Source: an optimization exercise on an open RTL-to-GDS flow (aim: small area, a short achievable clock period and few clock cycles per item). Production flows keep margins and buffers that such runs may drop.
In this exercise RTL edits were held to simulation tests only and were not proved equivalent to the original.
No activity file was given, so power comes from the tool's default toggle rates.

==> flow/flow/run.sh <==
#!/bin/bash
# The standard layout (standard.sh) with two changes:
#  - after the standard synthesis, flow/fa_polarity.py re-polarises the full adders
#    of the synthesized netlist to drop the inverters between them (same function,
#    same registers, same cells otherwise);
#  - the port buffers that ORFS puts on every input and output are BUF cells of
#    drive 4 instead of ORFS's default pick.
# MARGIN is ORFS's SETUP_SLACK_MARGIN (how far below the clock period the setup
# repair aims); the clock period and constraints are the standard flow's.
set -euo pipefail
MARGIN=6
PORTBUF=sky130_fd_sc_hd__buf_4
sed -e "s/SETUP_SLACK_MARGIN=[0-9.]*/SETUP_SLACK_MARGIN=$MARGIN/" \
    -e "s/ \"\${@:-finish}\"/ BUFFER_PORTS_ARGS=\"-buffer_cell $PORTBUF\" \"\${@:-finish}\"/" \
    standard.sh > standard_mod.sh
grep -q "SETUP_SLACK_MARGIN=$MARGIN" standard_mod.sh
grep -q "BUFFER_PORTS_ARGS" standard_mod.sh
R=$(pwd)/orfs/results/sky130hd/conv_top/base
bash standard_mod.sh synth > synth.log 2>&1
cp "$R/1_2_yosys.v" yosys_standard.v
python3 flow/fa_polarity.py yosys_standard.v "$R/1_2_yosys.v" > fa_polarity.log 2>&1
touch "$R/1_2_yosys.v"
bash standard_mod.sh do-1_synth > synth_odb.log 2>&1
bash standard_mod.sh > layout.log 2>&1
==> flow/standard.sh <==
#!/bin/bash
# synth_recipe.tcl (not shown) runs the flow's synth.tcl, then flattens the netlist and writes it again
# the make line also repeats each setting of config.mk as NAME=value (left out here)
make -C /OpenROAD-flow-scripts/flow DESIGN_CONFIG=/design/flow/config.mk WORK_HOME=/design/flow/orfs CLKGATE_MAP_FILE= SYNTH_SCRIPT=/design/flow/synth_recipe.tcl "${@:-finish}"
==> flow/flow/fa_polarity.py <==
#!/usr/bin/env python3
"""Re-polarise the full adders of a flat sky130 netlist to drop inverters.

A full adder is self-dual: FA(~a, ~b, ~c) = (~cout, ~sum). Yosys's adder
extraction picks each adder's polarity on its own, so chains of adders are often
joined through inverters. This picks a polarity per full adder (flipping one
complements all its pins) that needs as few inverters as possible, then rewires
the netlist: every signal is taken from its driver, through one shared inverter
where the polarity differs. Registers, ports and all other cells are untouched
except for which net feeds their inputs. The function is unchanged.

usage: fa_polarity.py IN.v OUT.v
"""
import re, sys, random, collections

OUT_PINS = {"X", "Y", "Q", "Q_N", "SUM", "COUT", "HI", "LO"}
INV_RE = re.compile(r"^sky130_fd_sc_hd__inv_\d+$")
FA_RE = re.compile(r"^sky130_fd_sc_hd__fa_\d+$")

src = open(sys.argv[1]).read()
m = re.search(r"\bmodule\s+(\S+)\s*\((.*?)\);(.*)\bendmodule", src, re.S)
head_end = m.start(3)
body = m.group(3)

# statements of the body
stmts = [s.strip() for s in re.split(r";\s*\n", body) if s.strip()]
decls = []   # input/output/wire declarations, kept as is
cells = []   # [type, name, [(pin, net)], ]
other = []
cell_re = re.compile(r"^(\S+)\s+(\S+)\s*\((.*)\)$", re.S)
pin_re = re.compile(r"\.(\w+)\s*\(\s*(.*?)\s*\)\s*(?:,|$)", re.S)
ports_out = set()
ports_in = set()
for s in stmts:
    s2 = s.rstrip(";").strip()
    w = s2.split()[0]
    if w in ("input", "output", "wire", "inout"):
        decls.append(s2)
        toks = s2.replace(",", " ").split()
        names = [t for t in toks[1:] if not t.startswith("[")]
        rng = re.search(r"\[(\d+):(\d+)\]", s2)
        for n in names:
            if w == "wire":
                continue
            if rng:
                hi, lo = int(rng.group(1)), int(rng.group(2))
                bits = [f"{n}[{i}]" for i in range(min(hi, lo), max(hi, lo) + 1)]
            else:
                bits = [n]
            (ports_out if w == "output" else ports_in).update(bits)
        continue
    if w == "assign":
        other.append(s2)
        continue
    mm = cell_re.match(s2)
    if not mm:
        other.append(s2)
        continue
    pins = [(p, n.strip()) for p, n in pin_re.findall(mm.group(3))]
    cells.append([mm.group(1), mm.group(2), pins])

if any(o.startswith("assign") for o in other):
    # nets joined by assigns would need aliasing; leave such netlists alone
    open(sys.argv[2], "w").write(src)
    print("assign statements present: netlist left unchanged")
    sys.exit(0)

def norm(n):
    return n.replace(" ", "")

def is_const(n):
    return "'" in n

driver = {}
for ci, (t, name, pins) in enumerate(cells):
    for p, n in pins:
        if p in OUT_PINS and not is_const(n):
            driver[norm(n)] = (ci, p)

# inverters that may be removed: output not a port
inv_cells = set()
for ci, (t, name, pins) in enumerate(cells):
    if INV_RE.match(t):
        d = dict(pins)
        if norm(d["Y"]) not in ports_out:
            inv_cells.add(ci)

def root(n):
    n = norm(n)
    par = 0
    seen = 0
    while n in driver and driver[n][0] in inv_cells and seen < 100:
        ci = driver[n][0]
        n = norm(dict(cells[ci][2])["A"])
        par ^= 1
        seen += 1
    return n, par

fa_cells = [ci for ci, c in enumerate(cells) if FA_RE.match(c[0])]
fa_index = {ci: k for k, ci in enumerate(fa_cells)}

# loads: (cell index or None for port, pin, root net, parity)
loads = collections.defaultdict(list)   # root -> list of (ci, pin, par)
for ci, (t, name, pins) in enumerate(cells):
    if ci in inv_cells:
        continue
    for p, n in pins:
        if p in OUT_PINS or is_const(n):
            continue
        r, par = root(n)
        loads[r].append((ci, p, par))
for pn in ports_out:
    if pn in driver and driver[pn][0] in inv_cells:
        pass  # not possible: such inverters are kept
# roots driven by a kept inverter whose output is a port: those are ordinary cells

flip = [0] * len(fa_cells)

def provided(r):
    d = driver.get(r)
    if d and d[0] in fa_index:
        return flip[fa_index[d[0]]]
    return 0

def need(ci, p, par):
    if ci in fa_index and p in ("A", "B", "CIN"):
        return par ^ flip[fa_index[ci]]
    return par

def root_cost(r):
    q = provided(r)
    for ci, p, par in loads[r]:
        if need(ci, p, par) != q:
            return 1
    return 0

# roots touched by each fa
fa_roots = []
for ci in fa_cells:
    rs = set()
    for p, n in cells[ci][2]:
        if is_const(n):
            continue
        if p in OUT_PINS:
            rs.add(norm(n))
        else:
            rs.add(root(n)[0])
    fa_roots.append(rs)

def total():
    return sum(root_cost(r) for r in loads)

best = total()
print("inverters before:", len(inv_cells), "needed with current polarity:", best)
improved = True
it = 0
while improved and it < 50:
    improved = False
    it += 1
    order = list(range(len(fa_cells)))
    random.Random(it).shuffle(order)
    for k in order:
        before = sum(root_cost(r) for r in fa_roots[k])
        flip[k] ^= 1
        after = sum(root_cost(r) for r in fa_roots[k])
        if after < before:
            improved = True
        else:
            flip[k] ^= 1
# simulated annealing on top of the greedy result
import math
rng = random.Random(12345)
cur = total()
bestflip = flip[:]
bestcost = cur
T = 1.0
steps = 400000
for st in range(steps):
    T = 1.0 * (1 - st / steps) + 0.02
    k = rng.randrange(len(fa_cells))
    before = sum(root_cost(r) for r in fa_roots[k])
    flip[k] ^= 1
    after = sum(root_cost(r) for r in fa_roots[k])
    d = after - before
    if d <= 0 or rng.random() < math.exp(-d / T):
        cur += d
        if cur < bestcost:
            bestcost = cur
            bestflip = flip[:]
    else:
        flip[k] ^= 1
flip[:] = bestflip
final = total()
print("inverters needed after polarity choice:", final, "flipped:", sum(flip))

# rewrite
newinv = {}
uid = 0
def inv_net(r):
    global uid
    if r not in newinv:
        uid += 1
        newinv[r] = (f"_fapol_inv_{uid}_", f"_fapol_n_{uid}_")
    return newinv[r][1]

def fmt(n):
    return n if (n.startswith("\\") is False) else n + " "

netname = {}
for ci, (t, name, pins) in enumerate(cells):
    for p, n in pins:
        netname.setdefault(norm(n), n)

for r in loads:
    q = provided(r)
    for ci, p, par in loads[r]:
        want = need(ci, p, par)
        pins = cells[ci][2]
        for k, (pp, n) in enumerate(pins):
            if pp == p:
                if want == q:
                    pins[k] = (pp, netname.get(r, r))
                else:
                    pins[k] = (pp, inv_net(r))

out = [src[:head_end]]
for d in decls:
    out.append("  " + d + " ;\n")
for r, (iname, nnet) in newinv.items():
    out.append(f"  wire {nnet};\n")
for ci, (t, name, pins) in enumerate(cells):
    if ci in inv_cells:
        continue
    conn = ",\n".join(f"    .{p}({n if not n.startswith(chr(92)) else n.rstrip() + ' '})" for p, n in pins)
    out.append(f"  {t} {name} (\n{conn}\n  );\n")
for r, (iname, nnet) in newinv.items():
    rn = netname.get(r, r)
    if rn.startswith("\\"):
        rn = rn.rstrip() + " "
    out.append(f"  sky130_fd_sc_hd__inv_1 {iname} (\n    .A({rn}),\n    .Y({nnet})\n  );\n")
out.append("endmodule\n")
open(sys.argv[2], "w").write("".join(out))
print("inverters written:", len(newinv), "kept port inverters:",
      sum(1 for ci, c in enumerate(cells) if INV_RE.match(c[0]) and ci not in inv_cells))
==> flow/design.v <==
`default_nettype none
package cnn_pkg;
	localparam int PIX_W = 8;
	localparam int WGT_W = 4;
	localparam int N_CH = 4;
	localparam int PATCH = 4;
	localparam int KSIZE = 3;
	localparam int N_POS = 4;
	localparam int FEAT_W = 8;
	localparam int FEAT_MAX = 127;
	localparam int ACC_DEFAULT = 20;
	localparam int ADDR_W = 6;
	localparam logic [ADDR_W-1:0] REG_PIX_BASE = ADDR_W'(0);
	localparam logic [ADDR_W-1:0] REG_WGT_BASE = ADDR_W'(16);
	localparam logic [ADDR_W-1:0] REG_BIAS = ADDR_W'(28);
	localparam logic [ADDR_W-1:0] REG_CMD = ADDR_W'(29);
	localparam logic [ADDR_W-1:0] REG_STATUS = ADDR_W'(30);
	localparam logic [ADDR_W-1:0] REG_FEAT = ADDR_W'(31);
	localparam logic [ADDR_W-1:0] REG_MAX = ADDR_W'(32);
	typedef enum logic [1:0] {
		CMD_NOP = 2'd0,
		CMD_START = 2'd1,
		CMD_CLEAR = 2'd2
	} cmd_e;
	typedef enum logic [2:0] {
		S_IDLE,
		S_WINDOW,
		S_MAC,
		S_QUANT,
		S_POOL,
		S_DONE
	} run_state_e;
endpackage
`default_nettype wire
`default_nettype none
module kernel_mac (
	input  logic [8:0]  a0, a1, a2,
	input  logic [4:0]  b0, b1, b2,
	input  logic [17:0] s_i,
	input  logic [17:0] c_i,
	output logic [17:0] s_o,
	output logic [17:0] c_o
);
	logic t0, t1, t2, t3, t4, t5, t6, t7, t8, t9, t10, t11, t12, t13, t14, t15;
	logic t16, t17, t18, t19, t20, t21, t22, t23, t24, t25, t26, t27, t28, t29, t30, t31;
	logic t32, t33, t34, t35, t36, t37, t38, t39, t40, t41, t42, t43, t44, t45, t46, t47;
	logic t48, t49, t50, t51, t52, t53, t54, t55, t56, t57, t58, t59, t60, t61, t62, t63;
	logic t64, t65, t66, t67, t68, t69, t70, t71, t72, t73, t74, t75, t76, t77, t78, t79;
	logic t80, t81, t82, t83, t84, t85, t86, t87, t88, t89, t90, t91, t92, t93, t94, t95;
	logic t96, t97, t98, t99, t100, t101, t102, t103, t104, t105, t106, t107, t108, t109, t110, t111;
	logic t112, t113, t114, t115, t116, t117, t118, t119, t120, t121, t122, t123, t124, t125, t126, t127;
	logic t128, t129, t130, t131, t132, t133, t134, t135, t136, t137, t138, t139, t140, t141, t142, t143;
	logic t144, t145, t146, t147, t148, t149, t150, t151, t152, t153, t154, t155, t156, t157, t158, t159;
	logic t160, t161, t162, t163, t164, t165, t166, t167, t168, t169, t170, t171, t172, t173, t174, t175;
	logic t176, t177, t178, t179, t180, t181, t182, t183, t184, t185, t186, t187, t188, t189, t190, t191;
	logic t192, t193, t194, t195, t196, t197, t198, t199, t200, t201, t202, t203, t204, t205, t206, t207;
	logic t208, t209, t210, t211, t212, t213, t214, t215, t216, t217, t218, t219, t220, t221, t222, t223;
	logic t224, t225, t226, t227, t228, t229, t230, t231, t232, t233, t234, t235, t236, t237, t238, t239;
	logic t240, t241, t242, t243, t244, t245, t246, t247, t248, t249, t250, t251, t252, t253, t254, t255;
	logic t256, t257, t258, t259, t260, t261, t262, t263, t264, t265, t266, t267, t268, t269, t270, t271;
	logic t272, t273, t274, t275, t276, t277, t278, t279, t280, t281, t282, t283, t284, t285, t286, t287;
	logic t288, t289, t290, t291, t292, t293, t294, t295, t296, t297, t298, t299, t300, t301, t302, t303;
	logic t304, t305, t306, t307, t308, t309;
	assign t0 = (a0[3] & b0[0]) ^ (a0[2] & b0[1]);
	assign t1 = (a0[3] & b0[0]) & (a0[2] & b0[1]);
	assign t2 = (a0[4] & b0[0]) ^ (a0[3] & b0[1]) ^ (a0[2] & b0[2]);
	assign t3 = ((a0[4] & b0[0]) & (a0[3] & b0[1])) | ((a0[2] & b0[2]) & ((a0[4] & b0[0]) ^ (a0[3] & b0[1])));
	assign t4 = (a0[1] & b0[3]) ^ ~(a0[0] & b0[4]) ^ (a1[4] & b1[0]);
	assign t5 = ((a0[1] & b0[3]) & ~(a0[0] & b0[4])) | ((a1[4] & b1[0]) & ((a0[1] & b0[3]) ^ ~(a0[0] & b0[4])));
	assign t6 = (a1[3] & b1[1]) ^ (a1[2] & b1[2]) ^ (a1[1] & b1[3]);
	assign t7 = ((a1[3] & b1[1]) & (a1[2] & b1[2])) | ((a1[1] & b1[3]) & ((a1[3] & b1[1]) ^ (a1[2] & b1[2])));
	assign t8 = (a0[5] & b0[0]) ^ (a0[4] & b0[1]) ^ (a0[3] & b0[2]);
	assign t9 = ((a0[5] & b0[0]) & (a0[4] & b0[1])) | ((a0[3] & b0[2]) & ((a0[5] & b0[0]) ^ (a0[4] & b0[1])));
	assign t10 = (a0[2] & b0[3]) ^ ~(a0[1] & b0[4]) ^ (a1[5] & b1[0]);
	assign t11 = ((a0[2] & b0[3]) & ~(a0[1] & b0[4])) | ((a1[5] & b1[0]) & ((a0[2] & b0[3]) ^ ~(a0[1] & b0[4])));
	assign t12 = (a1[4] & b1[1]) ^ (a1[3] & b1[2]) ^ (a1[2] & b1[3]);
	assign t13 = ((a1[4] & b1[1]) & (a1[3] & b1[2])) | ((a1[2] & b1[3]) & ((a1[4] & b1[1]) ^ (a1[3] & b1[2])));
	assign t14 = ~(a1[1] & b1[4]) ^ (a2[5] & b2[0]) ^ (a2[4] & b2[1]);
	assign t15 = (~(a1[1] & b1[4]) & (a2[5] & b2[0])) | ((a2[4] & b2[1]) & (~(a1[1] & b1[4]) ^ (a2[5] & b2[0])));
	assign t16 = (a0[6] & b0[0]) ^ (a0[5] & b0[1]) ^ (a0[4] & b0[2]);
	assign t17 = ((a0[6] & b0[0]) & (a0[5] & b0[1])) | ((a0[4] & b0[2]) & ((a0[6] & b0[0]) ^ (a0[5] & b0[1])));
	assign t18 = (a0[3] & b0[3]) ^ ~(a0[2] & b0[4]) ^ (a1[6] & b1[0]);
	assign t19 = ((a0[3] & b0[3]) & ~(a0[2] & b0[4])) | ((a1[6] & b1[0]) & ((a0[3] & b0[3]) ^ ~(a0[2] & b0[4])));
	assign t20 = (a1[5] & b1[1]) ^ (a1[4] & b1[2]) ^ (a1[3] & b1[3]);
	assign t21 = ((a1[5] & b1[1]) & (a1[4] & b1[2])) | ((a1[3] & b1[3]) & ((a1[5] & b1[1]) ^ (a1[4] & b1[2])));
	assign t22 = ~(a1[2] & b1[4]) ^ (a2[6] & b2[0]) ^ (a2[5] & b2[1]);
	assign t23 = (~(a1[2] & b1[4]) & (a2[6] & b2[0])) | ((a2[5] & b2[1]) & (~(a1[2] & b1[4]) ^ (a2[6] & b2[0])));
	assign t24 = (a0[7] & b0[0]) ^ (a0[6] & b0[1]) ^ (a0[5] & b0[2]);
	assign t25 = ((a0[7] & b0[0]) & (a0[6] & b0[1])) | ((a0[5] & b0[2]) & ((a0[7] & b0[0]) ^ (a0[6] & b0[1])));
	assign t26 = (a0[4] & b0[3]) ^ ~(a0[3] & b0[4]) ^ (a1[7] & b1[0]);
	assign t27 = ((a0[4] & b0[3]) & ~(a0[3] & b0[4])) | ((a1[7] & b1[0]) & ((a0[4] & b0[3]) ^ ~(a0[3] & b0[4])));
	assign t28 = (a1[6] & b1[1]) ^ (a1[5] & b1[2]) ^ (a1[4] & b1[3]);
	assign t29 = ((a1[6] & b1[1]) & (a1[5] & b1[2])) | ((a1[4] & b1[3]) & ((a1[6] & b1[1]) ^ (a1[5] & b1[2])));
	assign t30 = ~(a1[3] & b1[4]) ^ (a2[7] & b2[0]) ^ (a2[6] & b2[1]);
	assign t31 = (~(a1[3] & b1[4]) & (a2[7] & b2[0])) | ((a2[6] & b2[1]) & (~(a1[3] & b1[4]) ^ (a2[7] & b2[0])));
	assign t32 = ~(a0[8] & b0[0]) ^ (a0[7] & b0[1]) ^ (a0[6] & b0[2]);
	assign t33 = (~(a0[8] & b0[0]) & (a0[7] & b0[1])) | ((a0[6] & b0[2]) & (~(a0[8] & b0[0]) ^ (a0[7] & b0[1])));
	assign t34 = (a0[5] & b0[3]) ^ ~(a0[4] & b0[4]) ^ ~(a1[8] & b1[0]);
	assign t35 = ((a0[5] & b0[3]) & ~(a0[4] & b0[4])) | (~(a1[8] & b1[0]) & ((a0[5] & b0[3]) ^ ~(a0[4] & b0[4])));
	assign t36 = (a1[7] & b1[1]) ^ (a1[6] & b1[2]) ^ (a1[5] & b1[3]);
	assign t37 = ((a1[7] & b1[1]) & (a1[6] & b1[2])) | ((a1[5] & b1[3]) & ((a1[7] & b1[1]) ^ (a1[6] & b1[2])));
	assign t38 = ~(a1[4] & b1[4]) ^ ~(a2[8] & b2[0]) ^ (a2[7] & b2[1]);
	assign t39 = (~(a1[4] & b1[4]) & ~(a2[8] & b2[0])) | ((a2[7] & b2[1]) & (~(a1[4] & b1[4]) ^ ~(a2[8] & b2[0])));
	assign t40 = (a2[6] & b2[2]) ^ (a2[5] & b2[3]);
	assign t41 = (a2[6] & b2[2]) & (a2[5] & b2[3]);
	assign t42 = ~(a0[8] & b0[1]) ^ (a0[7] & b0[2]) ^ (a0[6] & b0[3]);
	assign t43 = (~(a0[8] & b0[1]) & (a0[7] & b0[2])) | ((a0[6] & b0[3]) & (~(a0[8] & b0[1]) ^ (a0[7] & b0[2])));
	assign t44 = ~(a0[5] & b0[4]) ^ ~(a1[8] & b1[1]) ^ (a1[7] & b1[2]);
	assign t45 = (~(a0[5] & b0[4]) & ~(a1[8] & b1[1])) | ((a1[7] & b1[2]) & (~(a0[5] & b0[4]) ^ ~(a1[8] & b1[1])));
	assign t46 = (a1[6] & b1[3]) ^ ~(a1[5] & b1[4]) ^ ~(a2[8] & b2[1]);
	assign t47 = ((a1[6] & b1[3]) & ~(a1[5] & b1[4])) | (~(a2[8] & b2[1]) & ((a1[6] & b1[3]) ^ ~(a1[5] & b1[4])));
	assign t48 = (a2[7] & b2[2]) ^ (a2[6] & b2[3]);
	assign t49 = (a2[7] & b2[2]) & (a2[6] & b2[3]);
	assign t50 = ~(a0[8] & b0[2]) ^ (a0[7] & b0[3]) ^ ~(a0[6] & b0[4]);
	assign t51 = (~(a0[8] & b0[2]) & (a0[7] & b0[3])) | (~(a0[6] & b0[4]) & (~(a0[8] & b0[2]) ^ (a0[7] & b0[3])));
	assign t52 = (a0[2] & b0[0]) ^ (a0[1] & b0[1]) ^ (a0[0] & b0[2]);
	assign t53 = ((a0[2] & b0[0]) & (a0[1] & b0[1])) | ((a0[0] & b0[2]) & ((a0[2] & b0[0]) ^ (a0[1] & b0[1])));
	assign t54 = (a0[1] & b0[2]) ^ (a0[0] & b0[3]) ^ (a1[3] & b1[0]);
	assign t55 = ((a0[1] & b0[2]) & (a0[0] & b0[3])) | ((a1[3] & b1[0]) & ((a0[1] & b0[2]) ^ (a0[0] & b0[3])));
	assign t56 = (a1[2] & b1[1]) ^ (a1[1] & b1[2]) ^ (a1[0] & b1[3]);
	assign t57 = ((a1[2] & b1[1]) & (a1[1] & b1[2])) | ((a1[0] & b1[3]) & ((a1[2] & b1[1]) ^ (a1[1] & b1[2])));
	assign t58 = (a2[3] & b2[0]) ^ (a2[2] & b2[1]);
	assign t59 = (a2[3] & b2[0]) & (a2[2] & b2[1]);
	assign t60 = ~(a1[0] & b1[4]) ^ (a2[4] & b2[0]) ^ (a2[3] & b2[1]);
	assign t61 = (~(a1[0] & b1[4]) & (a2[4] & b2[0])) | ((a2[3] & b2[1]) & (~(a1[0] & b1[4]) ^ (a2[4] & b2[0])));
	assign t62 = (a2[2] & b2[2]) ^ (a2[1] & b2[3]) ^ ~(a2[0] & b2[4]);
	assign t63 = ((a2[2] & b2[2]) & (a2[1] & b2[3])) | (~(a2[0] & b2[4]) & ((a2[2] & b2[2]) ^ (a2[1] & b2[3])));
	assign t64 = s_i[4] ^ c_i[4] ^ 1'b1;
	assign t65 = (s_i[4] & c_i[4]) | (1'b1 & (s_i[4] ^ c_i[4]));
	assign t66 = t1 ^ t2;
	assign t67 = t1 & t2;
	assign t68 = (a2[3] & b2[2]) ^ (a2[2] & b2[3]) ^ ~(a2[1] & b2[4]);
	assign t69 = ((a2[3] & b2[2]) & (a2[2] & b2[3])) | (~(a2[1] & b2[4]) & ((a2[3] & b2[2]) ^ (a2[2] & b2[3])));
	assign t70 = s_i[5] ^ c_i[5] ^ 1'b1;
	assign t71 = (s_i[5] & c_i[5]) | (1'b1 & (s_i[5] ^ c_i[5]));
	assign t72 = t3 ^ t5 ^ t7;
	assign t73 = (t3 & t5) | (t7 & (t3 ^ t5));
	assign t74 = t8 ^ t10 ^ t12;
	assign t75 = (t8 & t10) | (t12 & (t8 ^ t10));
	assign t76 = (a2[4] & b2[2]) ^ (a2[3] & b2[3]) ^ ~(a2[2] & b2[4]);
	assign t77 = ((a2[4] & b2[2]) & (a2[3] & b2[3])) | (~(a2[2] & b2[4]) & ((a2[4] & b2[2]) ^ (a2[3] & b2[3])));
	assign t78 = s_i[6] ^ c_i[6] ^ t9;
	assign t79 = (s_i[6] & c_i[6]) | (t9 & (s_i[6] ^ c_i[6]));
	assign t80 = t11 ^ t13 ^ t15;
	assign t81 = (t11 & t13) | (t15 & (t11 ^ t13));
	assign t82 = t16 ^ t18 ^ t20;
	assign t83 = (t16 & t18) | (t20 & (t16 ^ t18));
	assign t84 = (a2[5] & b2[2]) ^ (a2[4] & b2[3]) ^ ~(a2[3] & b2[4]);
	assign t85 = ((a2[5] & b2[2]) & (a2[4] & b2[3])) | (~(a2[3] & b2[4]) & ((a2[5] & b2[2]) ^ (a2[4] & b2[3])));
	assign t86 = s_i[7] ^ c_i[7] ^ t17;
	assign t87 = (s_i[7] & c_i[7]) | (t17 & (s_i[7] ^ c_i[7]));
	assign t88 = t19 ^ t21 ^ t23;
	assign t89 = (t19 & t21) | (t23 & (t19 ^ t21));
	assign t90 = t24 ^ t26 ^ t28;
	assign t91 = (t24 & t26) | (t28 & (t24 ^ t26));
	assign t92 = ~(a2[4] & b2[4]) ^ s_i[8] ^ c_i[8];
	assign t93 = (~(a2[4] & b2[4]) & s_i[8]) | (c_i[8] & (~(a2[4] & b2[4]) ^ s_i[8]));
	assign t94 = 1'b1 ^ t25 ^ t27;
	assign t95 = (1'b1 & t25) | (t27 & (1'b1 ^ t25));
	assign t96 = t29 ^ t31 ^ t32;
	assign t97 = (t29 & t31) | (t32 & (t29 ^ t31));
	assign t98 = t34 ^ t36 ^ t38;
	assign t99 = (t34 & t36) | (t38 & (t34 ^ t36));
	assign t100 = ~(a2[5] & b2[4]) ^ s_i[9] ^ c_i[9];
	assign t101 = (~(a2[5] & b2[4]) & s_i[9]) | (c_i[9] & (~(a2[5] & b2[4]) ^ s_i[9]));
	assign t102 = 1'b1 ^ t33 ^ t35;
	assign t103 = (1'b1 & t33) | (t35 & (1'b1 ^ t33));
	assign t104 = t37 ^ t39 ^ t41;
	assign t105 = (t37 & t39) | (t41 & (t37 ^ t39));
	assign t106 = t42 ^ t44 ^ t46;
	assign t107 = (t42 & t44) | (t46 & (t42 ^ t44));
	assign t108 = ~(a1[8] & b1[2]) ^ (a1[7] & b1[3]) ^ ~(a1[6] & b1[4]);
	assign t109 = (~(a1[8] & b1[2]) & (a1[7] & b1[3])) | (~(a1[6] & b1[4]) & (~(a1[8] & b1[2]) ^ (a1[7] & b1[3])));
	assign t110 = ~(a2[8] & b2[2]) ^ (a2[7] & b2[3]) ^ ~(a2[6] & b2[4]);
	assign t111 = (~(a2[8] & b2[2]) & (a2[7] & b2[3])) | (~(a2[6] & b2[4]) & (~(a2[8] & b2[2]) ^ (a2[7] & b2[3])));
	assign t112 = s_i[10] ^ c_i[10] ^ t43;
	assign t113 = (s_i[10] & c_i[10]) | (t43 & (s_i[10] ^ c_i[10]));
	assign t114 = t45 ^ t47 ^ t49;
	assign t115 = (t45 & t47) | (t49 & (t45 ^ t47));
	assign t116 = ~(a0[8] & b0[3]) ^ ~(a0[7] & b0[4]) ^ ~(a1[8] & b1[3]);
	assign t117 = (~(a0[8] & b0[3]) & ~(a0[7] & b0[4])) | (~(a1[8] & b1[3]) & (~(a0[8] & b0[3]) ^ ~(a0[7] & b0[4])));
	assign t118 = ~(a1[7] & b1[4]) ^ ~(a2[8] & b2[3]) ^ ~(a2[7] & b2[4]);
	assign t119 = (~(a1[7] & b1[4]) & ~(a2[8] & b2[3])) | (~(a2[7] & b2[4]) & (~(a1[7] & b1[4]) ^ ~(a2[8] & b2[3])));
	assign t120 = (a0[1] & b0[0]) ^ (a0[0] & b0[1]) ^ (a1[1] & b1[0]);
	assign t121 = ((a0[1] & b0[0]) & (a0[0] & b0[1])) | ((a1[1] & b1[0]) & ((a0[1] & b0[0]) ^ (a0[0] & b0[1])));
	assign t122 = (a1[2] & b1[0]) ^ (a1[1] & b1[1]) ^ (a1[0] & b1[2]);
	assign t123 = ((a1[2] & b1[0]) & (a1[1] & b1[1])) | ((a1[0] & b1[2]) & ((a1[2] & b1[0]) ^ (a1[1] & b1[1])));
	assign t124 = (a2[2] & b2[0]) ^ (a2[1] & b2[1]) ^ (a2[0] & b2[2]);
	assign t125 = ((a2[2] & b2[0]) & (a2[1] & b2[1])) | ((a2[0] & b2[2]) & ((a2[2] & b2[0]) ^ (a2[1] & b2[1])));
	assign t126 = (a2[1] & b2[2]) ^ (a2[0] & b2[3]) ^ s_i[3];
	assign t127 = ((a2[1] & b2[2]) & (a2[0] & b2[3])) | (s_i[3] & ((a2[1] & b2[2]) ^ (a2[0] & b2[3])));
	assign t128 = c_i[3] ^ t0 ^ t53;
	assign t129 = (c_i[3] & t0) | (t53 & (c_i[3] ^ t0));
	assign t130 = t54 ^ t56;
	assign t131 = t54 & t56;
	assign t132 = t4 ^ t6 ^ t55;
	assign t133 = (t4 & t6) | (t55 & (t4 ^ t6));
	assign t134 = t57 ^ t59 ^ t60;
	assign t135 = (t57 & t59) | (t60 & (t57 ^ t59));
	assign t136 = t62 ^ t64 ^ t66;
	assign t137 = (t62 & t64) | (t66 & (t62 ^ t64));
	assign t138 = t14 ^ t61 ^ t63;
	assign t139 = (t14 & t61) | (t63 & (t14 ^ t61));
	assign t140 = t65 ^ t67 ^ t68;
	assign t141 = (t65 & t67) | (t68 & (t65 ^ t67));
	assign t142 = t70 ^ t72 ^ t74;
	assign t143 = (t70 & t72) | (t74 & (t70 ^ t72));
	assign t144 = t22 ^ t69 ^ t71;
	assign t145 = (t22 & t69) | (t71 & (t22 ^ t69));
	assign t146 = t73 ^ t75 ^ t76;
	assign t147 = (t73 & t75) | (t76 & (t73 ^ t75));
	assign t148 = t78 ^ t80 ^ t82;
	assign t149 = (t78 & t80) | (t82 & (t78 ^ t80));
	assign t150 = t30 ^ t77 ^ t79;
	assign t151 = (t30 & t77) | (t79 & (t30 ^ t77));
	assign t152 = t81 ^ t83 ^ t84;
	assign t153 = (t81 & t83) | (t84 & (t81 ^ t83));
	assign t154 = t86 ^ t88 ^ t90;
	assign t155 = (t86 & t88) | (t90 & (t86 ^ t88));
	assign t156 = t40 ^ t85 ^ t87;
	assign t157 = (t40 & t85) | (t87 & (t40 ^ t85));
	assign t158 = t89 ^ t91 ^ t92;
	assign t159 = (t89 & t91) | (t92 & (t89 ^ t91));
	assign t160 = t94 ^ t96 ^ t98;
	assign t161 = (t94 & t96) | (t98 & (t94 ^ t96));
	assign t162 = t48 ^ t93 ^ t95;
	assign t163 = (t48 & t93) | (t95 & (t48 ^ t93));
	assign t164 = t97 ^ t99 ^ t100;
	assign t165 = (t97 & t99) | (t100 & (t97 ^ t99));
	assign t166 = t102 ^ t104 ^ t106;
	assign t167 = (t102 & t104) | (t106 & (t102 ^ t104));
	assign t168 = t50 ^ t101 ^ t103;
	assign t169 = (t50 & t101) | (t103 & (t50 ^ t101));
	assign t170 = t105 ^ t107 ^ t108;
	assign t171 = (t105 & t107) | (t108 & (t105 ^ t107));
	assign t172 = t110 ^ t112 ^ t114;
	assign t173 = (t110 & t112) | (t114 & (t110 ^ t112));
	assign t174 = s_i[11] ^ c_i[11] ^ t51;
	assign t175 = (s_i[11] & c_i[11]) | (t51 & (s_i[11] ^ c_i[11]));
	assign t176 = t109 ^ t111 ^ t113;
	assign t177 = (t109 & t111) | (t113 & (t109 ^ t111));
	assign t178 = t115 ^ t116 ^ t118;
	assign t179 = (t115 & t116) | (t118 & (t115 ^ t116));
	assign t180 = (a0[8] & b0[4]) ^ (a1[8] & b1[4]) ^ (a2[8] & b2[4]);
	assign t181 = ((a0[8] & b0[4]) & (a1[8] & b1[4])) | ((a2[8] & b2[4]) & ((a0[8] & b0[4]) ^ (a1[8] & b1[4])));
	assign t182 = s_i[12] ^ c_i[12] ^ t117;
	assign t183 = (s_i[12] & c_i[12]) | (t117 & (s_i[12] ^ c_i[12]));
	assign t184 = (a0[0] & b0[0]) ^ (a1[0] & b1[0]);
	assign t185 = (a0[0] & b0[0]) & (a1[0] & b1[0]);
	assign t186 = (a1[0] & b1[1]) ^ (a2[1] & b2[0]) ^ (a2[0] & b2[1]);
	assign t187 = ((a1[0] & b1[1]) & (a2[1] & b2[0])) | ((a2[0] & b2[1]) & ((a1[0] & b1[1]) ^ (a2[1] & b2[0])));
	assign t188 = s_i[1] ^ c_i[1];
	assign t189 = s_i[1] & c_i[1];
	assign t190 = s_i[2] ^ c_i[2] ^ t52;
	assign t191 = (s_i[2] & c_i[2]) | (t52 & (s_i[2] ^ c_i[2]));
	assign t192 = t121 ^ t122 ^ t124;
	assign t193 = (t121 & t122) | (t124 & (t121 ^ t122));
	assign t194 = t58 ^ t123 ^ t125;
	assign t195 = (t58 & t123) | (t125 & (t58 ^ t123));
	assign t196 = t126 ^ t128 ^ t130;
	assign t197 = (t126 & t128) | (t130 & (t126 ^ t128));
	assign t198 = t127 ^ t129 ^ t131;
	assign t199 = (t127 & t129) | (t131 & (t127 ^ t129));
	assign t200 = t132 ^ t134 ^ t136;
	assign t201 = (t132 & t134) | (t136 & (t132 ^ t134));
	assign t202 = t133 ^ t135 ^ t137;
	assign t203 = (t133 & t135) | (t137 & (t133 ^ t135));
	assign t204 = t138 ^ t140 ^ t142;
	assign t205 = (t138 & t140) | (t142 & (t138 ^ t140));
	assign t206 = t139 ^ t141 ^ t143;
	assign t207 = (t139 & t141) | (t143 & (t139 ^ t141));
	assign t208 = t144 ^ t146 ^ t148;
	assign t209 = (t144 & t146) | (t148 & (t144 ^ t146));
	assign t210 = t145 ^ t147 ^ t149;
	assign t211 = (t145 & t147) | (t149 & (t145 ^ t147));
	assign t212 = t150 ^ t152 ^ t154;
	assign t213 = (t150 & t152) | (t154 & (t150 ^ t152));
	assign t214 = t151 ^ t153 ^ t155;
	assign t215 = (t151 & t153) | (t155 & (t151 ^ t153));
	assign t216 = t156 ^ t158 ^ t160;
	assign t217 = (t156 & t158) | (t160 & (t156 ^ t158));
	assign t218 = t157 ^ t159 ^ t161;
	assign t219 = (t157 & t159) | (t161 & (t157 ^ t159));
	assign t220 = t162 ^ t164 ^ t166;
	assign t221 = (t162 & t164) | (t166 & (t162 ^ t164));
	assign t222 = t163 ^ t165 ^ t167;
	assign t223 = (t163 & t165) | (t167 & (t163 ^ t165));
	assign t224 = t168 ^ t170 ^ t172;
	assign t225 = (t168 & t170) | (t172 & (t168 ^ t170));
	assign t226 = t169 ^ t171 ^ t173;
	assign t227 = (t169 & t171) | (t173 & (t169 ^ t171));
	assign t228 = t174 ^ t176 ^ t178;
	assign t229 = (t174 & t176) | (t178 & (t174 ^ t176));
	assign t230 = t119 ^ t175 ^ t177;
	assign t231 = (t119 & t175) | (t177 & (t119 ^ t175));
	assign t232 = t179 ^ t180 ^ t182;
	assign t233 = (t179 & t180) | (t182 & (t179 ^ t180));
	assign t234 = s_i[13] ^ c_i[13] ^ 1'b1;
	assign t235 = (s_i[13] & c_i[13]) | (1'b1 & (s_i[13] ^ c_i[13]));
	assign t236 = t181 ^ t183;
	assign t237 = t181 & t183;
	assign t238 = (a2[0] & b2[0]) ^ s_i[0];
	assign t239 = (a2[0] & b2[0]) & s_i[0];
	assign t240 = t120 ^ t185 ^ t186;
	assign t241 = (t120 & t185) | (t186 & (t120 ^ t185));
	assign t242 = t187 ^ t189 ^ t190;
	assign t243 = (t187 & t189) | (t190 & (t187 ^ t189));
	assign t244 = t191 ^ t193 ^ t194;
	assign t245 = (t191 & t193) | (t194 & (t191 ^ t193));
	assign t246 = t195 ^ t197 ^ t198;
	assign t247 = (t195 & t197) | (t198 & (t195 ^ t197));
	assign t248 = t199 ^ t201 ^ t202;
	assign t249 = (t199 & t201) | (t202 & (t199 ^ t201));
	assign t250 = t203 ^ t205 ^ t206;
	assign t251 = (t203 & t205) | (t206 & (t203 ^ t205));
	assign t252 = t207 ^ t209 ^ t210;
	assign t253 = (t207 & t209) | (t210 & (t207 ^ t209));
	assign t254 = t211 ^ t213 ^ t214;
	assign t255 = (t211 & t213) | (t214 & (t211 ^ t213));
	assign t256 = t215 ^ t217 ^ t218;
	assign t257 = (t215 & t217) | (t218 & (t215 ^ t217));
	assign t258 = t219 ^ t221 ^ t222;
	assign t259 = (t219 & t221) | (t222 & (t219 ^ t221));
	assign t260 = t223 ^ t225 ^ t226;
	assign t261 = (t223 & t225) | (t226 & (t223 ^ t225));
	assign t262 = t227 ^ t229 ^ t230;
	assign t263 = (t227 & t229) | (t230 & (t227 ^ t229));
	assign t264 = t231 ^ t233 ^ t234;
	assign t265 = (t231 & t233) | (t234 & (t231 ^ t233));
	assign t266 = s_i[14] ^ c_i[14] ^ t235;
	assign t267 = (s_i[14] & c_i[14]) | (t235 & (s_i[14] ^ c_i[14]));
	assign t268 = s_i[15] ^ c_i[15];
	assign t269 = s_i[15] & c_i[15];
	assign t270 = s_i[16] ^ c_i[16];
	assign t271 = s_i[16] & c_i[16];
	assign t272 = s_i[17] ^ c_i[17];
	assign t273 = s_i[17] & c_i[17];
	assign t274 = c_i[0] ^ t184;
	assign t275 = c_i[0] & t184;
	assign t276 = t188 ^ t239 ^ t240;
	assign t277 = (t188 & t239) | (t240 & (t188 ^ t239));
	assign t278 = t192 ^ t241 ^ t242;
	assign t279 = (t192 & t241) | (t242 & (t192 ^ t241));
	assign t280 = t196 ^ t243 ^ t244;
	assign t281 = (t196 & t243) | (t244 & (t196 ^ t243));
	assign t282 = t200 ^ t245 ^ t246;
	assign t283 = (t200 & t245) | (t246 & (t200 ^ t245));
	assign t284 = t204 ^ t247 ^ t248;
	assign t285 = (t204 & t247) | (t248 & (t204 ^ t247));
	assign t286 = t208 ^ t249 ^ t250;
	assign t287 = (t208 & t249) | (t250 & (t208 ^ t249));
	assign t288 = t212 ^ t251 ^ t252;
	assign t289 = (t212 & t251) | (t252 & (t212 ^ t251));
	assign t290 = t216 ^ t253 ^ t254;
	assign t291 = (t216 & t253) | (t254 & (t216 ^ t253));
	assign t292 = t220 ^ t255 ^ t256;
	assign t293 = (t220 & t255) | (t256 & (t220 ^ t255));
	assign t294 = t224 ^ t257 ^ t258;
	assign t295 = (t224 & t257) | (t258 & (t224 ^ t257));
	assign t296 = t228 ^ t259 ^ t260;
	assign t297 = (t228 & t259) | (t260 & (t228 ^ t259));
	assign t298 = t232 ^ t261 ^ t262;
	assign t299 = (t232 & t261) | (t262 & (t232 ^ t261));
	assign t300 = t236 ^ t263 ^ t264;
	assign t301 = (t236 & t263) | (t264 & (t236 ^ t263));
	assign t302 = t237 ^ t265 ^ t266;
	assign t303 = (t237 & t265) | (t266 & (t237 ^ t265));
	assign t304 = 1'b1 ^ t267 ^ t268;
	assign t305 = (1'b1 & t267) | (t268 & (1'b1 ^ t267));
	assign t306 = 1'b1 ^ t269 ^ t270;
	assign t307 = (1'b1 & t269) | (t270 & (1'b1 ^ t269));
	assign t308 = 1'b1 ^ t271 ^ t272;
	assign t309 = (1'b1 & t271) | (t272 & (1'b1 ^ t271));
	assign s_o = {t307, t305, t303, t301, t299, t297, t295, t293, t291, t289, t287, t285, t283, t281, t279, t277, t275, t238};
	assign c_o = {t308, t306, t304, t302, t300, t298, t296, t294, t292, t290, t288, t286, t284, t282, t280, t278, t276, t274};
endmodule
`default_nettype wire
`default_nettype none
module conv_top (
	input  logic        clk,
	input  logic        rst_n,
	input  logic        wb_cyc_i,
	input  logic        wb_stb_i,
	input  logic        wb_we_i,
	input  logic [5:0]  wb_adr_i,
	input  logic [31:0] wb_dat_i,
	output logic [31:0] wb_dat_o,
	output logic        wb_ack_o
);
	logic go, go2;
	logic done_q;
	logic req, wr, pix_w, wgt_w, bias_w, cmd_w, start_cmd, clear_cmd;
	logic max_wait;
	assign req = wb_cyc_i && wb_stb_i;
	assign wb_ack_o = req && !(max_wait && wb_adr_i == 6'd32);
	assign wr = req && wb_we_i && rst_n;
	assign max_wait = go || go2;
	assign pix_w = wr && wb_adr_i[5:4] == 2'b00;
	assign wgt_w = wr && wb_adr_i >= 6'd16 && wb_adr_i <= 6'd27;
	assign bias_w = wr && wb_adr_i == 6'd28;
	assign cmd_w = wr && wb_adr_i == 6'd29 && wb_dat_i[31:2] == 30'd0;
	assign start_cmd = cmd_w && wb_dat_i[1:0] == 2'd1;
	assign clear_cmd = cmd_w && wb_dat_i[1:0] == 2'd2;
	logic [15:0] sp0, sp1;
	logic [11:0] sw0, sw1;
	always_comb begin
		sp0 = '0;
		sp1 = '0;
		sw0 = '0;
		sw1 = '0;
		for (int ch = 0; ch < 4; ch++) begin
			for (int r = 0; r < 4; r++) begin
				if (wb_adr_i == 6'(ch * 4 + r)) begin
					sp0[ch * 4 + r] = 1'b1;
					if (r < 3) sw0[ch * 3 + r] = 1'b1;
					if (r > 0) sw1[ch * 3 + r - 1] = 1'b1;
				end
			end
			for (int kr = 0; kr < 3; kr++) begin
				if (wb_adr_i == 6'(16 + ch * 3 + kr)) begin
					sp0[ch * 4 + kr] = 1'b1;
					sp1[ch * 4 + kr + 1] = 1'b1;
					sw0[ch * 3 + kr] = 1'b1;
				end
			end
		end
	end
	logic [31:0] pix [16];
	logic [15:0] pix_v;
	logic [11:0] wgt [12];
	logic [11:0] wgt_v;
	logic signed [3:0] bias;
	always_ff @(posedge clk) begin
		for (int i = 0; i < 16; i++)
			if (wr && wb_adr_i == 6'(i)) pix[i] <= wb_dat_i;
		for (int i = 0; i < 12; i++)
			if (wr && wb_adr_i == 6'(16 + i)) wgt[i] <= wb_dat_i[11:0];
	end
	always_ff @(posedge clk) begin
		if (!rst_n) begin
			pix_v <= '0;
			wgt_v <= '0;
			bias <= '0;
		end else begin
			for (int i = 0; i < 16; i++)
				if (wr && wb_adr_i == 6'(i)) pix_v[i] <= 1'b1;
			for (int i = 0; i < 12; i++)
				if (wr && wb_adr_i == 6'(16 + i)) wgt_v[i] <= 1'b1;
			if (bias_w) bias <= wb_dat_i[3:0];
		end
	end
	logic [31:0] prow0, prow1;
	logic [11:0] wrow0, wrow1;
	logic [31:0] x0_q, x1_q, x2_q;
	logic [11:0] y0_q, y1_q, y2_q;
	always_comb begin
		prow0 = '0;
		prow1 = '0;
		wrow0 = '0;
		wrow1 = '0;
		for (int i = 0; i < 16; i++) begin
			prow0 = prow0 | ({32{sp0[i] & pix_v[i]}} & pix[i]);
			prow1 = prow1 | ({32{sp1[i] & pix_v[i]}} & pix[i]);
		end
		for (int i = 0; i < 12; i++) begin
			wrow0 = wrow0 | ({12{sw0[i] & wgt_v[i]}} & wgt[i]);
			wrow1 = wrow1 | ({12{sw1[i] & wgt_v[i]}} & wgt[i]);
		end
	end
	always_ff @(posedge clk) begin
		if (!rst_n) begin
			y0_q <= '0;
			y1_q <= '0;
			y2_q <= '0;
		end else begin
			y0_q <= pix_w ? wrow0 : (wgt_w ? wb_dat_i[11:0] : 12'd0);
			y1_q <= wgt_w ? wrow0 : 12'd0;
			y2_q <= pix_w ? wrow1 : (wgt_w ? wb_dat_i[11:0] : 12'd0);
		end
	end
	always_ff @(posedge clk) begin
		x0_q <= pix_w ? wb_dat_i : prow0;
		x1_q <= pix_w ? prow0 : 32'd0;
		x2_q <= pix_w ? wb_dat_i : prow1;
	end
	logic [8:0] a [2][4];
	logic [4:0] b [2][3];
	always_comb begin
		for (int x = 0; x < 4; x++) begin
			a[0][x] = {1'b0, x0_q[(3-x)*8 +: 8]} - {1'b0, x1_q[(3-x)*8 +: 8]};
			a[1][x] = {1'b0, x2_q[(3-x)*8 +: 8]} - {1'b0, x1_q[(3-x)*8 +: 8]};
		end
		for (int c = 0; c < 3; c++) begin
			b[0][c] = {y0_q[(2-c)*4+3], y0_q[(2-c)*4 +: 4]} - {y1_q[(2-c)*4+3], y1_q[(2-c)*4 +: 4]};
			b[1][c] = {y2_q[(2-c)*4+3], y2_q[(2-c)*4 +: 4]} - {y1_q[(2-c)*4+3], y1_q[(2-c)*4 +: 4]};
		end
	end
	logic [17:0] acc_s [4];
	logic [17:0] acc_c [4];
	logic [17:0] nxt_s [4];
	logic [17:0] nxt_c [4];
	for (genvar p = 0; p < 4; p++) begin : g_pos
		kernel_mac u_mac (
			.a0(a[p/2][p%2]), .a1(a[p/2][p%2 + 1]), .a2(a[p/2][p%2 + 2]),
			.b0(b[p/2][0]), .b1(b[p/2][1]), .b2(b[p/2][2]),
			.s_i(fb_s[p]), .c_i(fb_c[p]), .s_o(nxt_s[p]), .c_o(nxt_c[p])
		);
	end
	logic rst_q;
	logic [17:0] fb_s [4];
	logic [17:0] fb_c [4];
	always_ff @(posedge clk) rst_q <= !rst_n;
	always_comb begin
		for (int p = 0; p < 4; p++) begin
			fb_s[p] = rst_q ? 18'd64 : acc_s[p];
			fb_c[p] = rst_q ? 18'd0 : acc_c[p];
		end
	end
	always_ff @(posedge clk) begin
		for (int p = 0; p < 4; p++) begin
			acc_s[p] <= nxt_s[p];
			acc_c[p] <= nxt_c[p];
		end
	end
	logic [6:0] feat [4];
	logic [6:0] fmax;
	always_ff @(posedge clk) begin
		if (!rst_n) begin
			go <= 1'b0;
			done_q <= 1'b0;
		end else begin
			go <= start_cmd;
			if (start_cmd) done_q <= 1'b1;
			else if (clear_cmd) done_q <= 1'b0;
		end
	end
	logic [6:0] fc [4];
	logic [6:0] fm;
	always_comb begin
		logic ge [4][4];
		for (int p = 0; p < 4; p++) begin
			logic [17:0] sum;
			logic [10:0] f;
			sum = acc_s[p] + acc_c[p] + {{7{bias[3]}}, bias, 7'd0};
			f = sum[17:7];
			fc[p] = f[10] ? 7'd0 : (f[9:7] != 3'd0 ? 7'd127 : f[6:0]);
		end
		for (int i = 0; i < 4; i++)
			for (int j = 0; j < 4; j++)
				ge[i][j] = feat[i] >= feat[j];
		if (ge[0][1] && ge[0][2] && ge[0][3]) fm = feat[0];
		else if (ge[1][2] && ge[1][3]) fm = feat[1];
		else if (ge[2][3]) fm = feat[2];
		else fm = feat[3];
	end
	always_ff @(posedge clk) begin
		if (!rst_n) begin
			for (int p = 0; p < 4; p++) feat[p] <= '0;
			fmax <= '0;
			go2 <= 1'b0;
		end else begin
			if (go) begin
				for (int p = 0; p < 4; p++) feat[p] <= fc[p];
			end
			if (go2) fmax <= fm;
			go2 <= go;
		end
	end
	always_comb begin
		case (wb_adr_i)
			6'd30: wb_dat_o = {30'd0, done_q, 1'b0};
			6'd31: wb_dat_o = {1'b0, feat[0], 1'b0, feat[1], 1'b0, feat[2], 1'b0, feat[3]};
			6'd32: wb_dat_o = {25'd0, fmax};
			default: wb_dat_o = '0;
		endcase
	end
endmodule
`default_nettype wire
==> flow/config.mk <==
export PLATFORM = sky130hd
export DESIGN_NAME = conv_top
export DESIGN_NICKNAME = conv_top
export VERILOG_FILES = /design/flow/design.v
export SDC_FILE = /design/flow/constraint.sdc
export NUM_CORES = 8
export LEC_CHECK = 0
export CAP_MARGIN = 20
export CORE_MARGIN = 2
export CORE_UTILIZATION = 65
export CTS_BUF_LIST = sky130_fd_sc_hd__clkbuf_8
export CTS_CLUSTER_DIAMETER = 50
export CTS_CLUSTER_SIZE = 18
export SETUP_SLACK_MARGIN = 5
export SLEW_MARGIN = 20
==> flow/constraint.sdc <==
create_clock -name core_clock -period 11.0 [get_ports {clk}]
set_input_delay 2.2000 -clock core_clock [delete_from_list [all_inputs] [get_ports {clk}]]
set_output_delay 2.2000 -clock core_clock [all_outputs]
set_load 0.01 [all_outputs]
==> summary.md, run 1 <==
| Metric | Value |
|---|---|
| Vias in the first global route | 44.7k |
| Fin Setup TNS | 0 ps |
| Logic pwr share | 28.1% |
| Gp weighted congestion | 0.981 |
| Die H | 308 µm |
| Port Buf Inserts | 71 |
| Unrepaired setup endpoints after global routing | true |
| Max Clock Freq | 0.183 GHz |
| Num CTS Buffers | 103 |
| Nets | 6180 |
| Chip width | 308 µm |
| Crit Path Max Fanout | 2 |
| Cts hold-fix bufs | 0 |
| Final hold violation count | 0 |
| Switching power | 3240 µW |
| Pin count of the biggest net entering global routing | 72 |
| Design Power | 9800 µW |
| Clock Skew | 55.3 ps |
| Die area | 0.0950 mm² |
| Share of post-route cells with drive strength above 1 | 21.4% |
| Clock buffer depth | 3 |
| Clock Sinks | 1003 |
| Critical path arrival | 3260 ps |
| Via count | 44.5k |
| Drt initial violations | 6917 |
| WP data required | 8800 ps |
| Min cycle time layout | 5460 ps |
| Synthesized cell area | 0.0601 mm² |
| Clock tree from TritonCTS | built |
| WL/cell | 30.6 µm |
| Worst skew pair latency | 840 ps |
| Post-route non-filler standard cell count | 6530 |
| Internal | 6560 µW |
| Leakage | 0.0261 µW |
| Routed Antenna Nets | 0 |
| Max-Cap Viols | 0 |
| Final WL | 200000 µm |
| DRC viols | 0 |
| Final setup violation count | 0 |
| First-pass GRT wire length | 288000 µm |
| Vias per inst | 6.81 |
| PwrDens | 142 mW/mm² |
| Area Overhead vs Synth | 14.7% |
| Status | timing/DRC/antenna clean |
| Drt pass-1 iters | 10 |
| Crit path capture type | primary output |
| Switching part of the total | 33.1% |
| H-tree depth | 3 |
| Synth Warn # | 25 |
| Crit Path Class | in2out |
| Dpl cells | 6119 |
| Minimum hold slack | 471 ps |
| Max VDD drop | 137 µV |
| Initial Utilization | 65.6% |
| CP startpoint kind | input port |
| Reg power frac | 44.1% |
| Total global-route track usage | 42.3% |
| Core area | 0.0917 mm² |
| Clock root buffer master | clkbuf_8 |
| Syn Area/Cell | 12.0 µm² |
| Cells after Synth | 5006 |
| Grt ovf | 0 |
| Slew headroom | 17.5% |
| # rows | 111 |
| Final HPWL DP | 126000 µm |
| Clock transition at path regs | 80 ps |
| HP Class | reg2reg |
| Clock power share | 27.8% |
| Initial antenna violation count | 6 |
| Period utilization | 49.6% |
| Max Slew Vio Count | 0 |
| Num ports | 76 |
| Worst Tran Pin Value | 1230 ps |
cells in the final DEF, fill, tap and decap left out, types with 53 or more instances in the layout:
cell        n
a21oi_1    55
a221oi_1   99
a222oi_1  118
a22o_1     89
a22oi_1   202
and2_1     55
buf_4     290
clkbuf_8  105
dfxtp_1   329
edfxtp_1  656
fa_1      411
fa_2      175
ha_1      283
inv_1     361
nand2_1   336
nand2b_1  128
nand3_1    68
nor2_1    367
nor2b_1    89
nor3_1     53
o21ai_0    75
xnor2_1    53
routing by layer:
| metal | GRT usage, % | up-vias | share of wire, % | wire (µm) |
|---|---|---|---|---|
| met5 | 0 | - | 0.013 | 26 |
| met4 | 25.4 | 4 | 7.4 | 14800 |
| met3 | 11.4 | 875 | 13 | 26200 |
| met2 | 64.8 | 3441 | 44 | 89000 |
| met1 | 54.2 | 21741 | 35 | 70000 |
| li1 | - | 18401 | - | - |
power by group through the flow:
| stage | clock (µW) | combinational [µW] | sequential, µW |
|---|---|---|---|
| 2_1_floorplan | 0 | 1880 | 4370 |
| 3_3_place_gp | 0 | 2540 | 4400 |
| 3_5_place_dp | 0 | 2600 | 4410 |
| 4_1_cts | 2740 | 2700 | 4320 |
| 5_1_grt | 2880 | 3100 | 4340 |
| 6_report | 2730 | 2750 | 4320 |
area by class of cell:
class,count,area (µm²)
multi-input combinational,3382,33400
sequential,1003,26700
fill,5981,22700
timing repair buffer,368,3480
inverter,393,1510
tap,1186,1480
clock buffer,105,1450
clock inverter,88,966
antenna,5,12.5
sequential cells by signal, summed over array words and instances (netlist names), 16 cells and up:
signal,flops
acc_c,72
acc_s,72
feat,28
pix,512
pix_v,16
wgt,144
x0_q,32
x1_q,32
x2_q,32
worst paths after layout:
kind                  endpoint   startpoint  cells after the start  slack [ps]
setup / recovery      wb_ack_o  wb_adr_i[2]                      8        5540
hold / removal        pix_v[8]     pix_v[8]                      1         470
setup reg to reg  acc_c[1][10]     x1_q[17]                     17        5740
hold reg to reg       pix_v[8]     pix_v[8]                      1         470
through the flow:
stage	instance area [µm²]	setup WS (ps)	util, %
floorplan	60900	5230	-
global placement	62600	4870	68.3
detailed placement	62600	4790	68.3
CTS	67900	5510	74.0
global route	69000	5510	75.3
finish	69000	5540	75.3
critical path, stage by stage:
cell and delay [ps]:
buf_12 110, nor2_4 140, nand2_4 80, nor3b_4 220, buf_6 150, o21ai_2 50
and3_1 190, buf_6 120
repair_timing:
item | in CTS | in global routing
pin swaps | 188 | 192
setup buffers | 148 | 57
resized for setup | 336 | 195
gates cloned | 8 | 0
setup endpoints to repair | 108 | 109
Testbench counts, summed over its fixed seeds: cycles 11,761, jobs 512.
==> run 2, diff against run 1 <==
--- a/flow/flow/run.sh
+++ b/flow/flow/run.sh
@@ -10,3 +10,3 @@
 set -euo pipefail
-MARGIN=6
+MARGIN=5.5
 PORTBUF=sky130_fd_sc_hd__buf_4
--- a/flow/config.mk
+++ b/flow/config.mk
@@ -7,2 +7,3 @@
 export LEC_CHECK = 0
+export ABC_AREA = 1
 export CAP_MARGIN = 20
==> run 2 against run 1 <==
Compared with the run above: clock power rose by 1%; critical endpoint is now wb_dat_o[1]; non-clock buffer count fell by 195; count of clock-buffer cells in the layout rose by 1; sequential share of layout area rose by 0.39 points; wire length rose by 1.2%; die area rose by 5.0%; largest cell class unchanged; utilization fell by 4.5 points.
==> summary.md, run 2 <==
| Metric | Value |
|---|---|
| Status | timing/DRC/antenna clean (unchanged) |
| Max-Cap Viols | 0 (unchanged) |
| Die H | 316 µm (was 308 µm) |
| Pre-CTS setup slack | 4810 ps (was 4790 ps) |
| Slew headroom | 17.2% (was 17.5%) |
| Register area | 0.0266 mm² (was 0.0267 mm²) |
| Crit Path Max Fanout | 28 (was 2) |
| Max VDD drop | 134 µV (was 137 µV) |
| Clock transition at path regs | 100 ps (was 80 ps) |
| Minimum hold slack | 471 ps (about the same) |
| Core area | 0.0964 mm² (was 0.0917 mm²) |
| Fin Setup TNS | 0 ps (unchanged) |
| Pin count of the biggest net entering global routing | 69 (was 72) |
| Leakage | 0.0284 µW (was 0.0261 µW) |
| Crit-path slowest cell | o221ai_1 (was nor3b_4) |
| Synthesized cell area | 0.0632 mm² (was 0.0601 mm²) |
| Crit Path Class | in2out (unchanged) |
| Vias per inst | 6.09 (was 6.81) |
| Most frequent cells in the layout | 1389 x nand2_1, 982 x inv_1, 744 x nor2_1, 656 x edfxtp_1, 578 x fa_1 (was 656 x edfxtp_1, 411 x fa_1, 367 x nor2_1, 361 x inv_1, 336 x nand2_1) |
| Most common cell after layout, fill and taps aside | nand2_1 (was edfxtp_1) |
| Max Clock Freq | 0.182 GHz (was 0.183 GHz) |
| Grt ovf | 0 (unchanged) |
| PwrDens | 148 mW/mm² (was 142 mW/mm²) |
| Num ports | 76 (unchanged) |
| Via count | 48.9k (was 44.5k) |
| Crit path capture type | primary output (unchanged) |
| Final WL | 202000 µm (was 200000 µm) |
| CP startpoint kind | input port (unchanged) |
| # rows | 114 (was 111) |
| WL/cell | 25.2 µm (was 30.6 µm) |
| HP Class | reg2reg (unchanged) |
| CP peak stage delay | 230 ps (was 220 ps) |
| Max Slew Vio Count | 0 (unchanged) |
| Crit-path cells | buf_4 -> nand2_4 -> nor2_4 -> nand2_1 -> buf_6 -> o221ai_1 -> buf_4 (was buf_12 -> nor2_4 -> nand2_4 -> nor3b_4 -> buf_6 -> o21ai_2 -> and3_1 -> buf_6) |
| Cells after Synth | 6559 (was 5006) |
| Final setup violation count | 0 (unchanged) |
| Clock root buffer master | clkbuf_8 (unchanged) |
| Fill count | 7389 (was 5981) |
| Nets | 7594 (was 6180) |
| First-pass GRT wire length | 296000 µm (was 288000 µm) |
| Clock Sinks | 1003 (unchanged) |
| Final hold violation count | 0 (unchanged) |
| H-tree depth | 3 (unchanged) |
| Worst Tran Pin Value | 1230 ps (about the same) |
| Multi-input gate area | 0.0324 mm² (was 0.0334 mm²) |
| Final HPWL DP | 139000 µm (was 126000 µm) |
| Die area | 0.0997 mm² (was 0.0950 mm²) |
| Flip-flop count of the largest register after layout | 512 (unchanged) |
| Delay-heaviest family, CP | buffers and inverters (was simple AND/OR/NAND/NOR gates) |
| DRC viols | 0 (unchanged) |
| Chip width | 316 µm (was 308 µm) |
| Unrepaired setup endpoints after global routing | true (unchanged) |
| Worst skew pair latency | 870 ps (was 840 ps) |
| Clock buffer depth | 3 (unchanged) |
| Syn Area/Cell | 9.63 µm² (was 12.0 µm²) |
| Clock Skew | 85.4 ps (was 55.3 ps) |
| Min cycle time layout | 5490 ps (was 5460 ps) |
| Period utilization | 49.9% (was 49.6%) |
| Initial Utilization | 65.5% (was 65.6%) |
| Cts hold-fix bufs | 0 (unchanged) |
| Port Buf Inserts | 71 (unchanged) |
| Initial antenna violation count | 10 (was 6) |
| Regs by FF count | pix (512), wgt (144) (unchanged) |
| Clock tree from TritonCTS | built (unchanged) |
| Share of post-route cells with drive strength above 1 | 8.99% (was 21.4%) |
| Drt initial violations | 6619 (was 6917) |
| Top reg by flops | pix (unchanged) |
| Drt pass-1 iters | 7 (was 10) |
| Num CTS Buffers | 102 (was 103) |
| Buf/Inv on CP | 3 (unchanged) |
| CP dominant cell by count | buf_4 (was buf_6) |
| Critical path arrival | 3290 ps (was 3260 ps) |
| Vias in the first global route | 47.8k (was 44.7k) |
| Gp weighted congestion | 0.994 (was 0.981) |
| Routed Antenna Nets | 0 (unchanged) |
| Final WS setup | 5510 ps (was 5540 ps) |
| Total global-route track usage | 40.8% (was 42.3%) |
| WP data required | 8800 ps (about the same) |
| Synth Warn # | 25 (unchanged) |
| Area Overhead vs Synth | 8.01% (was 14.7%) |
-- run 2: stage by stage --
stage / total power [µW] / utilization [%] / std cells / instance area, µm²
after floorplan: 6640 / - / 6562 / 63200
after global placement: 7310 / 67.6 / 7807 / 65100
after detailed placement: 7390 / 67.6 / 7808 / 65200
after CTS: 10100 / 70.3 / 8009 / 67800
after global routing: 10700 / 70.7 / 8032 / 68200
final: 10100 / 70.7 / 8033 / 68200
-- run 2: timing repair --
| item | CTS | global route |
|---|---|---|
| setup buffers | 8 | 19 |
| setup endpoints to repair | 65 | 66 |
| resized for setup | 24 | 68 |
| pin swaps | 3 | 24 |
| cloned | 0 | 1 |
-- run 2: area by class of cell --
cell class,count,share of cell area [%]
Timing Repair Buffer,173,1.98
Tap cell,1276,2.34
Clock buffer,106,2.14
Inverter,1004,5.59
Clock inverter,87,1.44
Antenna cell,3,0.0110
Sequential cell,1003,39.1
Multi-Input combinational cell,4381,47.4
-- run 2: worst reg2reg max path, stage by stage, from the launching register on --
cell	delay [ps]
dfxtp_1	310
inv_1	50
ha_1	130
inv_1	60
fa_1	960
clkinvlp_4	180
buf_4	190
or2_2	300
fa_1	460
fa_1	500
fa_1	530
fa_1	460
fa_1	530
fa_1	550
inv_1	40
-- run 2: routing by layer --
layer	global-route usage, %	wire, µm	vias to the layer above
met5	0	82	-
met4	22.1	13500	12
met3	12.1	27300	833
met2	63.3	89400	3434
met1	52.1	72200	23089
li1	-	-	21536
-- run 2: path summary, 6_finish.rpt --
check / startpoint / end / slack (ps) / depth (start not counted)
worst max-delay path: wb_adr_i[2] / wb_dat_o[1] / 5510 / 7
worst min-delay path: feat[3][2] / feat[3][2] / 470 / 2
worst max register to register: y2_q[4] / acc_c[2][9] / 5620 / 14
worst min register to register: feat[3][2] / feat[3][2] / 470 / 2
-- run 2: power breakdown --
group / total [µW] / switching [µW] / internal (µW) / leakage (µW)
Combinational: 3010 / 1840 / 1170 / 0.0184
Clock: 2770 / 1590 / 1180 / 0.00124
Sequential: 4340 / 141 / 4200 / 0.00872
Total: 10100 / 3570 / 6540 / 0.0284
==> run 3, diff against run 2 <==
--- a/flow/config.mk
+++ b/flow/config.mk
@@ -7,3 +7,2 @@
 export LEC_CHECK = 0
-export ABC_AREA = 1
 export CAP_MARGIN = 20
==> run 3 against run 2 <==
Compared with the run above: sequential power hardly changed; count of clock-buffer cells in the layout decreased by 2; worst setup slack worse by 38 ps; synthesized cell count is 24% lower; utilization is 1.4 points higher; synthesized area shrank 4.8%; combinational power decreased by 14%; register-to-register slack got worse by 150 ps; largest power group unchanged; still clean; critical path depth grew 7; sequential cell count unchanged; critical endpoint is now acc_c[2][10].
==> summary.md, run 3 <==
| Metric | Value |
|---|---|
| Status | timing/DRC/antenna clean (unchanged) |
| Clock Skew | 73.3 ps (was 85.4 ps) |
| Share of post-route cells with drive strength above 1 | 13.7% (was 8.99%) |
| Initial antenna violation count | 8 (was 10) |
| Most frequent cells in the layout | 656 x edfxtp_1, 559 x fa_1, 392 x nor2_1, 391 x inv_1, 349 x nand2_1 (was 1389 x nand2_1, 982 x inv_1, 744 x nor2_1, 656 x edfxtp_1, 578 x fa_1) |
| H-tree depth | 3 (unchanged) |
| Crit Path Max Fanout | 10 (was 28) |
| Regs by FF count | pix (512), wgt (144) (unchanged) |
| Flip-flop count of the largest register after layout | 512 (unchanged) |
| Crit Path Class | reg2reg (was in2out) |
| Fill count | 6467 (was 7389) |
| HP Class | reg2reg (unchanged) |
| Final hold violation count | 0 (unchanged) |
| Area Overhead vs Synth | 10.0% (was 8.01%) |
| Max-Cap Viols | 0 (unchanged) |
| Worst skew pair latency | 850 ps (was 870 ps) |
| Port Buf Inserts | 71 (unchanged) |
| Slew headroom | 19.2% (was 17.2%) |
| Final HPWL DP | 127000 µm (was 139000 µm) |
| Clock root buffer master | clkbuf_8 (unchanged) |
| Minimum hold slack | 487 ps (was 471 ps) |
| Critical path arrival | 6230 ps (was 3290 ps) |
| DRC viols | 0 (unchanged) |
| Most common cell after layout, fill and taps aside | edfxtp_1 (was nand2_1) |
| Clock buffer depth | 3 (unchanged) |
| Drt pass-1 iters | 10 (was 7) |
| Pin count of the biggest net entering global routing | 79 (was 69) |
| First-pass GRT wire length | 284000 µm (was 296000 µm) |
| PwrDens | 144 mW/mm² (was 148 mW/mm²) |
| Syn Area/Cell | 12.0 µm² (was 9.63 µm²) |
| WP data required | 11700 ps (was 8800 ps) |
| Final setup violation count | 0 (unchanged) |
| Unrepaired setup endpoints after global routing | true (unchanged) |
| Synthesized cell area | 0.0601 mm² (was 0.0632 mm²) |
| Clock transition at path regs | 90 ps (was 100 ps) |
| Cells after Synth | 5006 (was 6559) |
| Clock tree from TritonCTS | built (unchanged) |
| Design Power | 9530 µW (was 10100 µW) |
| Chip width | 308 µm (was 316 µm) |
| Die H | 308 µm (was 316 µm) |
| Total global-route track usage | 41.6% (was 40.8%) |
| Num ports | 76 (unchanged) |
| Nets | 6057 (was 7594) |
| Routed Antenna Nets | 0 (unchanged) |
| Num CTS Buffers | 99 (was 102) |
| Clock Sinks | 1003 (unchanged) |
| Gp weighted congestion | 1.02 (was 0.994) |
| Core Util, Final | 72.2% (was 70.7%) |
| Synth Warn # | 25 (unchanged) |
| Min cycle time layout | 5530 ps (was 5490 ps) |
| Max Clock Freq | 0.181 GHz (was 0.182 GHz) |
| Leakage | 0.0249 µW (was 0.0284 µW) |
| Drt initial violations | 7029 (was 6619) |
| CP startpoint kind | register (was input port) |
| # rows | 111 (was 114) |
| Max Slew Vio Count | 0 (unchanged) |
| Vias per inst | 6.84 (was 6.09) |
| Max VDD drop | 153 µV (was 134 µV) |
| Hold Crit Depth | 1 (was 2) |
| Core area | 0.0917 mm² (was 0.0964 mm²) |
| Die area | 0.0950 mm² (was 0.0997 mm²) |
| Crit path capture type | register (was primary output) |
| Vias in the first global route | 43.7k (was 47.8k) |
| Fin Setup TNS | 0 ps (unchanged) |
| Final WL | 198000 µm (was 202000 µm) |
| WL/cell | 30.9 µm (was 25.2 µm) |
| Top reg by flops | pix (unchanged) |
| Initial Utilization | 65.6% (was 65.5%) |
| Cell depth of the worst flop-to-flop path | 14 (unchanged) |
| Grt ovf | 0 (unchanged) |
| Worst Tran Pin Value | 1210 ps (was 1230 ps) |
| Via count | 43.8k (was 48.9k) |
| Period utilization | 50.3% (was 49.9%) |
-- run 3: repair_timing --
| item | 4_1_cts | 5_1_grt |
|---|---|---|
| gates resized for setup | 133 | 117 |
| endpoints found under the setup margin | 104 | 72 |
| buffers inserted | 34 | 40 |
| pin swaps | 26 | 63 |
| gates cloned | 3 | 5 |
| hold buffers | 0 | 0 |
-- run 3: worst max-delay path: stages, from the launching register on --
cell	delay, ps
dfxtp_1	320
inv_1	110
ha_1	160
inv_1	60
fa_1	840
clkinvlp_4	410
or2_2	390
fa_1	480
inv_1	50
fa_1	470
fa_1	460
fa_1	540
fa_1	520
fa_1	550
inv_1	40
-- run 3: area by class of cell --
class | instances | area (µm²) | share of cell area [%]
Antenna cell | 3 | 7.51 | 0.0113
Tap cell | 1186 | 1480 | 2.24
Timing Repair Buffer | 251 | 2210 | 3.34
Multi-Input combinational cell | 3380 | 32000 | 48.4
Clock buffer | 104 | 1430 | 2.16
Inverter | 393 | 1490 | 2.26
Clock inverter | 78 | 827 | 1.25
Sequential cell | 1003 | 26700 | 40.3
-- run 3: per-layer routing --
metal / vias up / global-route usage, % / share of wire, %
li1: 18150 / - / -
met2: 3451 / 62.9 / 44
met3: 862 / 11.7 / 14
met1: 21299 / 54.2 / 35
met5: - / 0 / 0.023
met4: 8 / 24.4 / 7.2
-- run 3: stage by stage --
step	worst slack (ps)	std cells	instance area [µm²]
floorplan	5230	5009	60300
global placement	4740	6130	62200
global route	5380	6397	66100
detailed placement	4600	6131	62300
finish	5470	6398	66100
CTS	5500	6350	65300
-- run 3: path summary, 6_finish.rpt --
| kind | end | start | slack (ps) |
|---|---|---|---|
| worst min register to register | pix_v[7] | pix_v[7] | 490 |
| worst max register to register | acc_c[2][10] | y2_q[8] | 5470 |
| worst max-delay path | acc_c[2][10] | y2_q[8] | 5470 |
| worst min-delay path | pix_v[7] | pix_v[7] | 490 |
-- run 3: power by group --
| group | leakage (µW) | switching (µW) | internal [µW] |
|---|---|---|---|
| logic | 0.0151 | 1500 | 1090 |
| registers | 0.00873 | 131 | 4190 |
| clock network | 0.00113 | 1510 | 1110 |

Check on run 3: ideal ports give 5.472 ns setup slack; a clkbuf_16 on the clock port and buf_2 on the inputs give 5.311 ns; moving port delays by the midpoint clock arrival (0.885 ns) as well gives 5.102 ns.
